Context: an optimization exercise on an open-source flow, tuned for small area, a short achievable clock period and few clock cycles per item. The choices shown serve that exercise and are no tape-out recipe.
In this exercise RTL edits were held to simulation tests only and were not proved equivalent to the original.
No activity file was given, so power comes from the tool's default toggle rates.

v16:
==> flow/design.v (excerpt) <==
module tile_convert_top
(
    input  logic                   clk,
    input  logic                   rst,
    input  logic                   comp_enb,
    output logic                   busy,
    output logic                   done,
    output logic [16-1:0] mem_addr,
    output logic                   mem_read_enb,
    input  logic [64-1:0]  mem_data_in,
    output logic [16-1:0] res_addr,
    output logic [64-1:0]  res_data_out,
    output logic                   res_write_enb
);
clock: 8.0 ns
lec_check: 0
cap_margin: 20
core_margin: 2
core_utilization: 40
setup_slack_margin: 4.8
slew_margin: 20
standard.sh (not shown) runs the stock make flow with config.mk's settings and CLKGATE_MAP_FILE= SYNTH_SCRIPT=/design/flow/synth_recipe.tcl, a recipe that flattens the netlist after the stock synthesis.
==> flow/flow/run.sh <==
#!/bin/bash
# Standard layout with these changes:
#  - synthesis maps the logic with ABC's area script replaced by abc.script,
#    and without the adder extraction (ADDER_MAP_FILE empty); everything else,
#    register names included, is the standard synthesis; the run stops with
#    an error if its registers differ from the standard synthesis's;
#  - the port buffers are made from the smallest buffer cell;
#  - clock tree synthesis inserts no dummy loads and uses clkbuf_4 only;
#  - one tie cell drives all constant outputs.
# Each tool's output goes to a log of its own in this folder.
set -euo pipefail
here=$(pwd)
res=$here/orfs/results/$FLOW_PLATFORM/tile_convert_top/base

# The standard synthesis, kept for its registers
bash standard.sh synth > synth_standard.log 2>&1
cp $res/1_2_yosys.v $here/standard_synth.v
rm -rf $here/orfs

# ORFS's scripts with the area ABC script replaced
cp -r $FLOW_HOME/scripts $here/scripts
cp $here/flow/abc.script $here/scripts/abc_area.script
bash standard.sh synth SCRIPTS_DIR=$here/scripts ABC_AREA=1 ADDER_MAP_FILE= > synth.log 2>&1
python3 $here/flow/sameregs.py $here/standard_synth.v $res/1_2_yosys.v > sameregs.log 2>&1

export BUFFER_PORTS_ARGS="-buffer_cell sky130_fd_sc_hd__buf_1"
export CTS_ARGS="-sink_clustering_enable -repair_clock_nets -dont_use_dummy_load -buf_list {sky130_fd_sc_hd__clkbuf_4 sky130_fd_sc_hd__clkbuf_8}"
export SKIP_REPAIR_TIE_FANOUT=1
bash standard.sh finish > standard.log 2>&1
==> flow/flow/abc.script <==
strash
dch -f
amap
strash
dch -f
amap
==> flow/flow/sameregs.py <==
# sameregs.py A.v B.v: exit 0 when both netlists hold the same flip-flops
# (instance names and cell types), else 1.
import re, sys
def regs(path):
    text = open(path).read()
    return sorted(re.findall(r'^\s*(sky130_fd_sc_hd__(?:df|edf|sdf|dl)\w*)\s+(\\\S+|\w+)\s*\(', text, re.M), key=lambda t: t[1])
a, b = regs(sys.argv[1]), regs(sys.argv[2])
print(f"{len(a)} registers in {sys.argv[1]}, {len(b)} in {sys.argv[2]}")
if a != b:
    for x in sorted(set(a) ^ set(b))[:20]:
        print("differs:", x)
    sys.exit(1)
print("same registers")
Per the final summary, v16 finished and its layout is clean on timing, DRC and antenna.
Testbench counts of v16, summed over its fixed seeds: cycles 4,224, tiles 64.
What v33 does differently from v16 at the input level:
Settings: SETUP_SLACK_MARGIN: 4.8 -> 4.65; CORE_UTILIZATION: 40 -> 30.
-- flow/flow/run.sh --
<<< v16, line 6
#    an error if its registers differ from the standard synthesis's;
#  - the port buffers are made from the smallest buffer cell;
#  - clock tree synthesis inserts no dummy loads and uses clkbuf_4 only;
#  - one tie cell drives all constant outputs.
# Each tool's output goes to a log of its own in this folder.
>>> v33, line 6
#    an error if its registers differ from the standard synthesis's;
#  - the port buffers are made from the smallest buffer cell;
#  - clock tree synthesis inserts no dummy loads and picks its buffers
#    from clkbuf_4 and clkbuf_8;
#  - one tie cell drives all constant outputs.
# Each tool's output goes to a log of its own in this folder.
Findings:
- Per the comparison of v33 with v16, chip width higher; core utilization decreased by 14 points relative to the old numbers; global routing met3 resource utilization now smaller.
- The higher non-clock buffer count came out of v16.
- Status: clock power parity (v33, v16)
- v16 -> v33: pin count of the biggest net entering global routing delta 0, exact match
- v33 vs v16 on global placement routability congestion: v33 is the higher one.
- v33 vs. v16: wire length went up; final non-filler cell total went up; worst setup slack went down; combinational group power went down.
## Diff of input files: v2 against v33
Settings: an added PLACE_DENSITY of 0.7; a change of CORE_UTILIZATION from 30 to 40.
-- flow/flow/run.sh --
<<< v33, line 6
#    an error if its registers differ from the standard synthesis's;
#  - the port buffers are made from the smallest buffer cell;
#  - clock tree synthesis inserts no dummy loads and picks its buffers
#    from clkbuf_4 and clkbuf_8;
#  - one tie cell drives all constant outputs.
# Each tool's output goes to a log of its own in this folder.
>>> v2, line 6
#    an error if its registers differ from the standard synthesis's;
#  - the port buffers are made from the smallest buffer cell;
#  - clock tree synthesis inserts no dummy loads and uses clkbuf_4 only;
#  - one tie cell drives all constant outputs.
# Each tool's output goes to a log of its own in this folder.
- The share of the cycle needed by the critical path after routing was comparable across v2 and v33.
- The global routing usage on met1 in v2 sits 4.3 points above the value recorded for v33.
- The final cell count reported for v2 is smaller than that of v33 by 31.
- Going from v33 to v2, area of placed instances lost 1.3%; routed via count lost 0.90%; wire length lost 0.95%; overall power after layout lost 5.2 uW.
- v2 gives more utilization than v33 did.
- As far as combinational share of power is concerned, v2 and v33 perform about the same.
- Between v33 and v2, the flow reports design area decreasing slightly.
- v2 — die outline area 24% lower, v33 as reference

[re-timing with driven ports]
No port has a modelled driver above. Below, the same layouts with a new extraction and two added sets of constraints. Step 1 sets driving cells, clkbuf_16 on the clock port and buf_2 on the other inputs (assumed; they add their load-dependent delay and slew). Step 2 adds t to the input delays and takes it off the output delays; t is the mean of the earliest and latest rising clock arrival at the registers after step 1. Input paths then give back, and output paths get back, about the clock's delay inside the block. Slacks: ideal / step 1 / step 2; pairs: ideal / step 1.
run	shift t [ns]	slack for setup (ns)	worst hold slack (ns)
v16	0.319	4.881 / 4.853 / 4.628	0.490 / 0.490 / 0.490
v33	0.312	4.774 / 4.746 / 4.561	0.504 / 0.504 / 0.504
v2	0.308	4.783 / 4.754 / 4.577	0.506 / 0.506 / 0.506
After both steps setup and hold are still met in every run listed. The setup slack of v16, which loses most, moves by -0.028 ns with the drivers and by -0.253 ns with both steps.
